This design comes from an exercise in tuning for small area, a short achievable clock period and few clock cycles on the open sky130 flow, not from production work. In this exercise RTL edits were held to simulation tests only and were not proved equivalent to the original.

==> inputs of build 85 <==
==> flow/design.v <==
package life_pkg;
    localparam int GRID_COLS = 40;
    localparam int GRID_ROWS = 30;
    typedef logic [GRID_COLS-1:0] row_t;
    typedef logic [4:0] row_idx_t;
    localparam row_idx_t LAST_ROW = row_idx_t'(GRID_ROWS - 1);  
endpackage
package ctrl_pkg;
    typedef enum logic [1:0] {
        PRESET_CLEAR,
        PRESET_GLIDER,
        PRESET_EXPLODER,
        PRESET_TUMBLER
    } preset_e;
    typedef enum logic [1:0] {
        SEQ_IDLE,
        SEQ_LOAD,    
        SEQ_EVAL,    
        SEQ_COMMIT   
    } seq_state_e;
    function automatic life_pkg::row_t pattern_row(logic [1:0] p, logic [4:0] r);
        life_pkg::row_t d;
        d = '0;
        case (p)
            2'd1: begin  
                case (r)
                    5'd0: d = {2'b01, {38{1'b0}}};
                    5'd1: d = {2'b00, 2'b11, {36{1'b0}}};
                    5'd2: d = {3'b011, {37{1'b0}}};
                    default: d = '0;
                endcase
            end
            2'd2: begin  
                case (r)
                    5'd13, 5'd17:        d = {{17{1'b0}}, 5'b10101, {18{1'b0}}};
                    5'd14, 5'd15, 5'd16: d = {{17{1'b0}}, 5'b10001, {18{1'b0}}};
                    default: d = '0;
                endcase
            end
            2'd3: begin  
                case (r)
                    5'd13, 5'd14: d = {{17{1'b0}}, 5'b11011, {18{1'b0}}};
                    5'd15:        d = {{17{1'b0}}, 5'b01010, {18{1'b0}}};
                    5'd16, 5'd17: d = {{16{1'b0}}, 7'b1010101, {17{1'b0}}};
                    5'd18:        d = {{16{1'b0}}, 7'b1100011, {17{1'b0}}};
                    default: d = '0;
                endcase
            end
            default: d = '0;
        endcase
        pattern_row = d;
    endfunction
endpackage
module life_sequencer (
    input  logic clk,
    input  logic reset_n,
    input  logic preset_load,
    input  logic step,
    input  logic host_wr,
    output logic busy,
    output logic load_go,    
    output logic step_go,    
    output logic step_2nd,   
    output logic step_acc,   
    output logic host_go,    
    output logic clr,        
    output logic tgl         
);
    logic load_2nd;      
    logic busy_i;        
    assign busy_i   = load_2nd || step_2nd;
    assign load_go  = !busy_i && preset_load;
    assign step_acc = !busy_i && !preset_load && step;
    assign step_go  = step_2nd || step_acc;
    assign host_go  = !busy_i && !preset_load && !step && host_wr;
    always_ff @(posedge clk or negedge reset_n) begin
        if (!reset_n) begin
            busy     <= 1'b0;
            load_2nd <= 1'b0;
            step_2nd <= 1'b0;
            tgl      <= 1'b0;
        end else begin
            busy     <= !busy_i && (preset_load || step);
            load_2nd <= load_go;
            step_2nd <= step_acc;
            tgl      <= !tgl;
        end
    end
    always_ff @(posedge clk or negedge reset_n) begin
        if (!reset_n)
            clr <= 1'b1;
        else
            clr <= 1'b0;
    end
endmodule
module life_grid (
    input  logic           clk,
    input  logic           reset_n,
    input  logic           clr,
    input  logic           tgl,
    input  logic           load_go,
    input  logic           step_go,
    input  logic           step_acc,
    input  logic           host_go,
    input  logic [4:0]     host_row,
    input  ctrl_pkg::preset_e preset_sel,
    input  life_pkg::row_t host_data,
    input  logic [4:0]     rd_row,
    output life_pkg::row_t rd_data
);
    life_pkg::row_t [29:0] g;      
    life_pkg::row_t [29:0] val;    
    life_pkg::row_t [14:0] nxt;    
    life_pkg::row_t top, bot;
    for (genvar p = 0; p < 30; p++) begin : g_val
        assign val[p] = (p < 15) ? g[p] : ~g[p];
    end
    logic top_rd, top_g, bot_rd, bot_g;
    always_ff @(posedge clk or negedge reset_n) begin
        if (!reset_n) begin
            top_rd <= 1'b0;
            top_g  <= 1'b0;
            bot_rd <= 1'b0;
            bot_g  <= 1'b1;
        end else begin
            top_rd <= !tgl && step_acc;
            top_g  <= !tgl && !step_acc;
            bot_rd <= tgl && step_acc;
            bot_g  <= tgl && !step_acc;
        end
    end
    for (genvar c = 0; c < life_pkg::GRID_COLS; c++) begin : g_edge
        assign top[c] = (top_rd && rd_data[c]) || (top_g && val[29][c]);
        assign bot[c] = (bot_rd && rd_data[c]) || (bot_g && val[15][c]);
    end
    row_evaluator u_eval (
        .top, .rows(val[14:0]), .bot, .nxt
    );
    for (genvar p = 0; p < 30; p++) begin : g_pos
        localparam logic [4:0] ROW_T0 = 5'((p + 15) % 30);  
        localparam logic [4:0] ROW_T1 = 5'(p);              
        logic [4:0]     row_after;
        logic           wr;
        life_pkg::row_t wr_data;
        assign row_after = tgl ? ROW_T1 : ROW_T0;
        assign wr = clr || load_go || (host_go && host_row == row_after);
        assign wr_data = clr     ? '0
                       : load_go ? ctrl_pkg::pattern_row(preset_sel, row_after)
                       :           host_data;
        life_pkg::row_t d;
        if (p < 15) begin : g_lo
            logic wr_n;
            assign wr_n = !wr;
            for (genvar c = 0; c < life_pkg::GRID_COLS; c++) begin : g_c
                grid_in_lo u_in (
                    .wr, .wr_n, .wr_data_n(!wr_data[c]), .src_n(g[p + 15][c]), .d(d[c])
                );
            end
        end else begin : g_hi
            logic sel_s, sel_h;
            assign sel_s = !clr && step_go;    
            assign sel_h = !wr && !step_go;
            for (genvar c = 0; c < life_pkg::GRID_COLS; c++) begin : g_c
                grid_in_hi u_in (
                    .wr, .wr_data(wr_data[c]), .sel_s, .nxt(nxt[p - 15][c]),
                    .sel_h, .src(g[p - 15][c]), .d(d[c])
                );
            end
        end
        always_ff @(posedge clk)
            g[p] <= d;
    end
    logic [29:0] rd_sel, rd_sel_n;
    life_pkg::row_t rd_next;
    for (genvar p = 0; p < 30; p++) begin : g_rsel
        assign rd_sel[p] = !clr && (step_acc ? (p == (tgl ? 0 : 14))
                                             : (rd_row == (tgl ? 5'((p + 15) % 30) : 5'(p))));
        assign rd_sel_n[p] = !rd_sel[p];
    end
    for (genvar c = 0; c < life_pkg::GRID_COLS; c++) begin : g_rbit
        logic [29:0] col;
        for (genvar p = 0; p < 30; p++) begin : g_p
            assign col[p] = g[p][c];
        end
        grid_read_bit u_rd (.sel(rd_sel), .sel_n(rd_sel_n), .col, .y(rd_next[c]));
    end
    always_ff @(posedge clk)
        rd_data <= rd_next;
endmodule
module grid_in_lo (input logic wr, wr_n, wr_data_n, src_n, output logic d);
    assign d = !((wr_n || wr_data_n) && (wr || src_n));
endmodule
module grid_in_hi (input logic wr, wr_data, sel_s, nxt, sel_h, src, output logic d);
    assign d = !((wr && wr_data) || (sel_s && nxt) || (sel_h && src));
endmodule
module grid_read_bit (
    input  logic [29:0] sel,
    input  logic [29:0] sel_n,
    input  logic [29:0] col,
    output logic        y
);
    logic [14:0] lo, hi;
    for (genvar i = 0; i < 15; i++) begin : g_i
        assign lo[i] = sel[i] && col[i];
        assign hi[i] = !(sel_n[i + 15] || col[i + 15]);
    end
    assign y = (|lo) || (|hi);
endmodule
module row_evaluator (
    input  life_pkg::row_t        top,
    input  life_pkg::row_t [14:0] rows,
    input  life_pkg::row_t        bot,
    output life_pkg::row_t [14:0] nxt
);
    localparam int W = life_pkg::GRID_COLS;
    for (genvar j = 0; j < 15; j++) begin : g_row
        life_pkg::row_t up, mid, dn, h0, h1;
        logic [W+1:0]   v0, v1;    
        assign up  = (j == 0)  ? top : rows[(j == 0) ? 0 : j - 1];
        assign mid = rows[j];
        assign dn  = (j == 14) ? bot : rows[(j == 14) ? 14 : j + 1];
        assign v0[0] = 1'b0;
        assign v1[0] = 1'b0;
        assign v0[W+1] = 1'b0;
        assign v1[W+1] = 1'b0;
        for (genvar c = 0; c < W; c++) begin : g_col
            life_half_add u_h (.a(up[c]), .b(dn[c]), .s(h0[c]), .co(h1[c]));
            life_col_sum  u_v (.h0(h0[c]), .h1(h1[c]), .mid(mid[c]), .v0(v0[c+1]), .v1(v1[c+1]));
        end
        for (genvar c = 0; c < W; c++) begin : g_cell
            logic p, k0, u0, u1;
            life_full_add u_lo (.a(v0[c]), .b(v0[c+2]), .c(h0[c]), .s(p),  .co(k0));
            life_full_add u_hi (.a(v1[c]), .b(v1[c+2]), .c(h1[c]), .s(u0), .co(u1));
            life_rule     u_r  (.p, .k0, .u0, .u1, .mid(mid[c]), .alive(nxt[j][c]));
        end
    end
endmodule
module life_half_add (input logic a, b, output logic s, co);
    assign s  = a ^ b;
    assign co = a & b;
endmodule
module life_full_add (input logic a, b, c, output logic s, co);
    assign s  = a ^ b ^ c;
    assign co = (a & b) | (c & (a ^ b));
endmodule
module life_col_sum (input logic h0, h1, mid, output logic v0, v1);
    life_xor    u_v0 (.a(h0), .b(mid), .y(v0));
    life_and_or u_v1 (.a(h0), .b(mid), .c(h1), .y(v1));
endmodule
module life_xor (input logic a, b, output logic y);
    assign y = a ^ b;
endmodule
module life_and_or (input logic a, b, c, output logic y);
    assign y = (a & b) | c;
endmodule
module life_rule (input logic p, k0, u0, u1, mid, output logic alive);
    assign alive = !u1 && (k0 ^ u0) && (p || mid);
endmodule
module life_top (
    input  logic               clk,
    input  logic               reset_n,
    input  logic               preset_load,
    input  ctrl_pkg::preset_e  preset_sel,
    input  logic               step,
    input  logic               host_wr,
    input  life_pkg::row_idx_t host_row,
    input  life_pkg::row_t     host_data,
    output logic               busy,
    input  life_pkg::row_idx_t rd_row,
    output life_pkg::row_t     rd_data
);
    logic load_go, step_go, step_2nd, step_acc, host_go, clr, tgl;
    life_sequencer u_seq (
        .clk, .reset_n,
        .preset_load, .step, .host_wr,
        .busy,
        .load_go, .step_go, .step_2nd, .step_acc, .host_go,
        .clr, .tgl
    );
    life_grid u_grid (
        .clk, .reset_n, .clr, .tgl,
        .load_go, .step_go, .step_acc, .host_go,
        .host_row, .preset_sel, .host_data,
        .rd_row, .rd_data
    );
endmodule
==> flow/run.sh <==
#!/bin/bash
# synth_recipe.tcl (not shown) runs the flow's synth.tcl, then flattens the netlist and writes it again
# the make line also repeats each setting of config.mk as NAME=value (left out here)
make -C /OpenROAD-flow-scripts/flow DESIGN_CONFIG=/design/flow/config.mk WORK_HOME=/design/flow/orfs CLKGATE_MAP_FILE= SYNTH_SCRIPT=/design/flow/synth_recipe.tcl finish
==> flow/config.mk <==
export PLATFORM = sky130hd
export DESIGN_NAME = life_top
export DESIGN_NICKNAME = life_top
export VERILOG_FILES = /design/flow/design.v
export SDC_FILE = /design/flow/constraint.sdc
export NUM_CORES = 4
export LEC_CHECK = 0
export CAP_MARGIN = 20
export CORE_MARGIN = 2
export CORE_UTILIZATION = 40
export CTS_BUF_LIST = sky130_fd_sc_hd__clkbuf_8
export CTS_CLUSTER_DIAMETER = 50
export CTS_CLUSTER_SIZE = 20
export GPL_ROUTABILITY_DRIVEN = 1
export PLACE_DENSITY = 0.46
export SETUP_SLACK_MARGIN = 5
export SLEW_MARGIN = 20
export SYNTH_HIERARCHICAL = 1
export SYNTH_MINIMUM_KEEP_SIZE = 0
==> flow/constraint.sdc <==
create_clock -name core_clock -period 8.0 [get_ports {clk}]
set_input_delay 1.6000 -clock core_clock [delete_from_list [all_inputs] [get_ports {clk}]]
set_output_delay 1.6000 -clock core_clock [all_outputs]
set_load 0.01 [all_outputs]
==> trial 21: changes against build 85 <==
==> flow/design.v, changed modules only <==
module life_sequencer (
    input  logic clk,
    input  logic reset_n,
    input  logic preset_load,
    input  logic step,
    input  logic host_wr,
    output logic busy,
    output logic load_go,    
    output logic step_go,    
    output logic step_2nd,   
    output logic step_acc,   
    output logic host_go,    
    output logic clr,        
    output logic tgl         
);
    assign load_go  = !busy && preset_load;
    assign step_acc = !busy && !preset_load && step;
    assign step_go  = step_2nd || step_acc;
    assign host_go  = !busy && !preset_load && !step && host_wr;
    always_ff @(posedge clk or negedge reset_n) begin
        if (!reset_n) begin
            busy     <= 1'b0;
            step_2nd <= 1'b0;
            tgl      <= 1'b0;
        end else begin
            busy     <= !busy && (preset_load || step);
            step_2nd <= step_acc;
            tgl      <= !tgl;
        end
    end
    always_ff @(posedge clk or negedge reset_n) begin
        if (!reset_n)
            clr <= 1'b1;
        else
            clr <= 1'b0;
    end
endmodule
module life_grid (
    input  logic           clk,
    input  logic           clr,
    input  logic           tgl,
    input  logic           load_go,
    input  logic           step_go,
    input  logic           step_2nd,
    input  logic           step_acc,
    input  logic           host_go,
    input  logic [4:0]     host_row,
    input  ctrl_pkg::preset_e preset_sel,
    input  life_pkg::row_t host_data,
    input  logic [4:0]     rd_row,
    output life_pkg::row_t rd_data
);
    life_pkg::row_t [29:0] g;      
    life_pkg::row_t [29:0] val;    
    life_pkg::row_t [14:0] nxt;    
    life_pkg::row_t top, bot;
    for (genvar p = 0; p < 30; p++) begin : g_val
        assign val[p] = (p < 15) ? g[p] : ~g[p];
    end
    assign top = !tgl ? '0 : step_2nd ? rd_data : val[29];
    assign bot =  tgl ? '0 : step_2nd ? rd_data : val[15];
    row_evaluator u_eval (
        .top, .rows(val[14:0]), .bot, .nxt
    );
    for (genvar p = 0; p < 30; p++) begin : g_pos
        localparam logic [4:0] ROW_T0 = 5'((p + 15) % 30);  
        localparam logic [4:0] ROW_T1 = 5'(p);              
        logic [4:0]     row_after;
        logic           wr;
        life_pkg::row_t wr_data;
        assign row_after = tgl ? ROW_T1 : ROW_T0;
        assign wr = clr || load_go || (host_go && host_row == row_after);
        assign wr_data = clr     ? '0
                       : load_go ? ctrl_pkg::pattern_row(preset_sel, row_after)
                       :           host_data;
        life_pkg::row_t d;
        if (p < 15) begin : g_lo
            logic wr_n;
            assign wr_n = !wr;
            for (genvar c = 0; c < life_pkg::GRID_COLS; c++) begin : g_c
                grid_in_lo u_in (
                    .wr, .wr_n, .wr_data_n(!wr_data[c]), .src_n(g[p + 15][c]), .d(d[c])
                );
            end
        end else begin : g_hi
            logic sel_s, sel_h;
            assign sel_s = !wr && step_go;
            assign sel_h = !wr && !step_go;
            for (genvar c = 0; c < life_pkg::GRID_COLS; c++) begin : g_c
                grid_in_hi u_in (
                    .wr, .wr_data(wr_data[c]), .sel_s, .nxt(nxt[p - 15][c]),
                    .sel_h, .src(g[p - 15][c]), .d(d[c])
                );
            end
        end
        always_ff @(posedge clk)
            g[p] <= d;
    end
    logic [29:0] rd_sel, rd_sel_n;
    life_pkg::row_t rd_next;
    for (genvar p = 0; p < 30; p++) begin : g_rsel
        assign rd_sel[p] = !clr && (step_acc ? (p == (tgl ? 0 : 14))
                                             : (rd_row == (tgl ? 5'((p + 15) % 30) : 5'(p))));
        assign rd_sel_n[p] = !rd_sel[p];
    end
    for (genvar c = 0; c < life_pkg::GRID_COLS; c++) begin : g_rbit
        logic [29:0] col;
        for (genvar p = 0; p < 30; p++) begin : g_p
            assign col[p] = g[p][c];
        end
        grid_read_bit u_rd (.sel(rd_sel), .sel_n(rd_sel_n), .col, .y(rd_next[c]));
    end
    always_ff @(posedge clk)
        rd_data <= rd_next;
endmodule
module life_top (
    input  logic               clk,
    input  logic               reset_n,
    input  logic               preset_load,
    input  ctrl_pkg::preset_e  preset_sel,
    input  logic               step,
    input  logic               host_wr,
    input  life_pkg::row_idx_t host_row,
    input  life_pkg::row_t     host_data,
    output logic               busy,
    input  life_pkg::row_idx_t rd_row,
    output life_pkg::row_t     rd_data
);
    logic load_go, step_go, step_2nd, step_acc, host_go, clr, tgl;
    life_sequencer u_seq (
        .clk, .reset_n,
        .preset_load, .step, .host_wr,
        .busy,
        .load_go, .step_go, .step_2nd, .step_acc, .host_go,
        .clr, .tgl
    );
    life_grid u_grid (
        .clk, .clr, .tgl,
        .load_go, .step_go, .step_2nd, .step_acc, .host_go,
        .host_row, .preset_sel, .host_data,
        .rd_row, .rd_data
    );
endmodule
Settings changed: CORE_UTILIZATION 40 to 45, CTS_BUF_LIST sky130_fd_sc_hd__clkbuf_8 to unset, CTS_CLUSTER_DIAMETER 50 to unset, CTS_CLUSTER_SIZE 20 to unset, PLACE_DENSITY 0.46 to 0.55, SETUP_SLACK_MARGIN 5 to unset.
==> build 33: changes against build 85 <==
==> flow/flow/run.sh (new file) <==
#!/bin/bash
# The standard layout (standard.sh), with these changes to how it is made:
# the ports are buffered with buf_4 cells (the default picks a clock delay
# buffer); timing repair may change a cell's footprint; the command pins and
# busy are placed side by side (flow/io.tcl); clock tree synthesis clusters
# up to 30 registers per leaf buffer and adds no dummy loads. make's full
# output goes to standard.log; ORFS keeps each step's log under orfs/logs.
set -euo pipefail
bash standard.sh \
  "BUFFER_PORTS_ARGS=-buffer_cell sky130_fd_sc_hd__buf_4" \
  "MATCH_CELL_FOOTPRINT=0" \
  "IO_CONSTRAINTS=$PWD/flow/io.tcl" \
  "PRE_IO_PLACEMENT_TCL=$PWD/flow/io.tcl" \
  "CTS_ARGS=-sink_clustering_enable -repair_clock_nets -dont_use_dummy_load -sink_clustering_size 30 -sink_clustering_max_diameter 100" \
  finish > standard.log 2>&1
==> flow/flow/io.tcl (new file) <==
# Keep the command inputs and the busy output together on one edge, so the
# busy register (whose input comes from these inputs) sits next to its pin.
set_io_pin_constraint -group -order -pin_names {preset_load step host_wr busy}
==> flow/standard.sh (new file) <==
#!/bin/bash
# synth_recipe.tcl (not shown) runs the flow's synth.tcl, then flattens the netlist and writes it again
# the make line also repeats each setting of config.mk as NAME=value (left out here)
make -C /OpenROAD-flow-scripts/flow DESIGN_CONFIG=/design/flow/config.mk WORK_HOME=/design/flow/orfs CLKGATE_MAP_FILE= SYNTH_SCRIPT=/design/flow/synth_recipe.tcl "${@:-finish}"
Settings changed: CTS_BUF_LIST sky130_fd_sc_hd__clkbuf_8 to unset, CTS_CLUSTER_DIAMETER 50 to unset, CTS_CLUSTER_SIZE 20 to unset.
removed: flow/run.sh
==> flow_metrics.tcl <==
set metrics [dict create \
    gr-usage-met1_pct 55.04 \
    largest_register "u_grid.g" \
    whs_path_depth 1 \
    ff2ff_path_depth 10 \
    powerClk_mw 7.44 \
    drc 0 \
    status "complete, no violations" \
    wl_per_cell_um 40.00 \
    ios 98 \
    finalHoldViolCount 0 \
    h-tree-depth 4 \
    grt_usage_pct 42.81 \
]
the above is filed under trial 21

==> flow_metrics.tcl <==
set metrics [dict create \
    powerClk_mw 7.26 \
    status "complete, no violations" \
    gr-usage-met1_pct 54.52 \
    ios 98 \
    drc 0 \
    finalHoldViolCount 0 \
    wl_per_cell_um 43.97 \
    h-tree-depth 4 \
]
the above is filed under build 85

==> flow_metrics.tcl <==
set metrics [dict create \
    status "did not finish" \
    lastStage "I/O pin placement (3_2_place_iop)" \
    stop_error "[ERROR PPL-0104] Pins  busy host_wr preset_load step are assigned to multiple groups." \
    dieWidth_um 487.3 \
    syn_area_per_cell_um2 11.41 \
    syn_area_um2 93450 \
    ys.warnings.count 8 \
    initial_core_util_pct 40.19 \
    die_y_um 487.3 \
    rows 177 \
    synth_cells 8187 \
]
the above is filed under build 33

Testbench counts of build 85, summed over its fixed seeds: cycles 1,408.
Testbench counts of trial 21, summed over its fixed seeds: cycles 1,408.
Testbench counts of build 33, summed over its fixed seeds: cycles 1,408.

==> port drivers added, routing unchanged <==
No port has a modelled driver above. Below, the same layouts with a new extraction and two added sets of constraints. Step 1 (the two cells are an assumption about what drives the block):
set clk [get_ports {clk}]
set_driving_cell -lib_cell sky130_fd_sc_hd__clkbuf_16 $clk
set_driving_cell -lib_cell sky130_fd_sc_hd__buf_2 [delete_from_list [all_inputs] $clk]
Step 2 moves the port delays by t, midway between the first and last clock arrival at a register: inputs arrive t later, outputs are due t later. That takes back most of the time a late clock gives input paths. a / b / c = ideal / step 1 / step 2; a / b = the first two.
run | shift t [ns] | setup slack, ns | cell pins on the clock port's net
build 85 | 1.139 | 4.567 / 4.468 / 3.755 | 1
trial 21 | 0.923 | 2.950 / 3.027 / 2.104 | 1
After both steps every run listed still meets setup and hold. For trial 21, which loses most, drivers alone change the setup slack by +0.077 ns; drivers and shift together by -0.846 ns.
